This is an optimization exercise on Yosys and OpenROAD, whose aim is small area, not a production implementation. Function was checked by simulation only, so behaviour that the tests miss may differ from the original. Power and IR drop assume default switching activity.

== old ==
==> module mc_dp_rf, before the edit <==
module mc_dp_rf #(
  parameter int XLEN = 32,
  parameter int NREG = 32,
  parameter int AW   = $clog2(NREG)
) (
  input  logic            clk,
  input  logic            rst,
  input  logic            clr,
  input  logic            we,
  input  logic [AW-1:0]   waddr,
  input  logic [XLEN-1:0] wdata,
  input  logic [AW-1:0]   raddr1,
  input  logic [AW-1:0]   raddr2,
  output logic [XLEN-1:0] rdata1,
  output logic [XLEN-1:0] rdata2
);
  logic [NREG-1:0] wsel, whold, rsel1, rsel2;
  logic [XLEN-1:0] q [NREG];
  always_comb begin
    for (int i = 0; i < NREG; i++) begin
      wsel[i]  = rst | (we && (waddr == AW'(i)));
      whold[i] = !wsel[i];
      rsel1[i] = !clr && (raddr1 == AW'(i));
      rsel2[i] = !clr && (raddr2 == AW'(i));
    end
  end
  assign q[0] = '0;
  for (genvar i = 1; i < NREG; i++) begin : g_reg
    logic [XLEN-1:0] r, r_d;
    for (genvar j = 0; j < XLEN; j++) begin : g_d
      mc_dp_ao22 u_d (.a0 (wdata[j]), .s0 (wsel[i]), .a1 (r[j]), .s1 (whold[i]), .y (r_d[j]));
    end
    always_ff @(posedge clk) begin
      r <= r_d;
    end
    assign q[i] = r;
  end
  for (genvar j = 0; j < XLEN; j++) begin : g_bit
    logic [NREG-2:0] col;
    for (genvar i = 1; i < NREG; i++) begin : g_col
      assign col[i-1] = q[i][j];
    end
    mc_dp_rdsel u_rd1 (.d(col), .s(rsel1[NREG-1:1]), .y(rdata1[j]));
    mc_dp_rdsel u_rd2 (.d(col), .s(rsel2[NREG-1:1]), .y(rdata2[j]));
  end
endmodule
==> flow/config.mk <==
export PLATFORM = sky130hd
export DESIGN_NAME = mc_datapath_hs
export DESIGN_NICKNAME = mc_datapath_hs
export VERILOG_FILES = /design/flow/design.v
export SDC_FILE = /design/flow/constraint.sdc
export NUM_CORES = 4
export LEC_CHECK = 0
export CAP_MARGIN = 10
export CORE_MARGIN = 2
export CORE_UTILIZATION = 40
export CTS_BUF_LIST = sky130_fd_sc_hd__clkbuf_8
export CTS_CLUSTER_DIAMETER = 80
export CTS_CLUSTER_SIZE = 14
export SLEW_MARGIN = 10
export SYNTH_HIERARCHICAL = 1
==> flow/constraint.sdc <==
create_clock -name core_clock -period 8.5 [get_ports {clk}]
set_input_delay 1.7000 -clock core_clock [delete_from_list [all_inputs] [get_ports {clk}]]
set_output_delay 1.7000 -clock core_clock [all_outputs]
set_load 0.01 [all_outputs]
standard.sh (not shown) runs the stock make flow with config.mk's settings and CLKGATE_MAP_FILE= SYNTH_SCRIPT=/design/flow/synth_recipe.tcl, a recipe that flattens the netlist after the stock synthesis.
==> flow/flow/run.sh <==
#!/bin/bash
set -euo pipefail
export BUFFER_PORTS_ARGS="-buffer_cell sky130_fd_sc_hd__buf_1"
bash standard.sh > standard.log 2>&1
Inputs modified between old and new:
--- a/flow/design.v
+++ b/flow/design.v
@@ -233,30 +233,26 @@
   input  logic [XLEN-1:0] wdata,
   input  logic [AW-1:0]   raddr1,
   input  logic [AW-1:0]   raddr2,
   output logic [XLEN-1:0] rdata1,
   output logic [XLEN-1:0] rdata2
 );
-  logic [NREG-1:0] wsel, whold, rsel1, rsel2;
+  logic [NREG-1:0] wsel, rsel1, rsel2;
   logic [XLEN-1:0] q [NREG];
   always_comb begin
     for (int i = 0; i < NREG; i++) begin
       wsel[i]  = rst | (we && (waddr == AW'(i)));
-      whold[i] = !wsel[i];
       rsel1[i] = !clr && (raddr1 == AW'(i));
       rsel2[i] = !clr && (raddr2 == AW'(i));
     end
   end
   assign q[0] = '0;
   for (genvar i = 1; i < NREG; i++) begin : g_reg
-    logic [XLEN-1:0] r, r_d;
-    for (genvar j = 0; j < XLEN; j++) begin : g_d
-      mc_dp_ao22 u_d (.a0 (wdata[j]), .s0 (wsel[i]), .a1 (r[j]), .s1 (whold[i]), .y (r_d[j]));
-    end
+    logic [XLEN-1:0] r;
     always_ff @(posedge clk) begin
-      r <= r_d;
+      if (wsel[i]) r <= wdata;
     end
     assign q[i] = r;
   end
   for (genvar j = 0; j < XLEN; j++) begin : g_bit
     logic [NREG-2:0] col;
     for (genvar i = 1; i < NREG; i++) begin : g_col
==> comparison <==
Going from old to new, final net count went down by 21%; synthesized cell count now smaller.
Sort old and new by final instance count without filler cells asc -> top: new
The cell class ranked first by area comes out multi-input combinational cells in one run and flip-flops and latches in the other, namely in old and new respectively.
The non-clock buffer count number comes out higher for old vs new.
Summary — combinational power, new relative to old: lower, by about 34%.
Count of fill cells added during filler insertion of new falls short of that of old by a few percent.
Compare old and new | total wire length after detailed routing lower: new
Compared with old, in new synthesized area divided by synthesized cell count up 31%; layout sequential cell count stayed essentially flat; combinational group share of total power down 3.7 points.

-- what the ideal ports hide --
Ports are ideal in the flow. The routed layouts listed here were re-timed in OpenROAD. Step 1 assumes that a clkbuf_16 drives the clock port and a buf_2 every other input. Step 2, shift: input delay + t, output delay - t, t = (earliest + latest rising clock arrival at the registers) / 2. This alone moves slack from input paths to output paths. Slacks: ideal ports / drivers / drivers and shift; pairs: ideal ports / drivers.
run	t (ns)	slack for setup (ns)	worst register clock-pin slew, ns	worst data-port slew with drivers (ns)	pins driven straight from the clock port
old	0.949	0.175 / 0.146 / 0.146	0.10 / 0.10	0.19	1
new	0.945	0.273 / 0.249 / 0.249	0.11 / 0.11	0.12	1
After both steps every run listed still meets setup and hold. For old, which loses most, drivers alone change the setup slack by -0.029 ns; drivers and shift together by -0.029 ns.
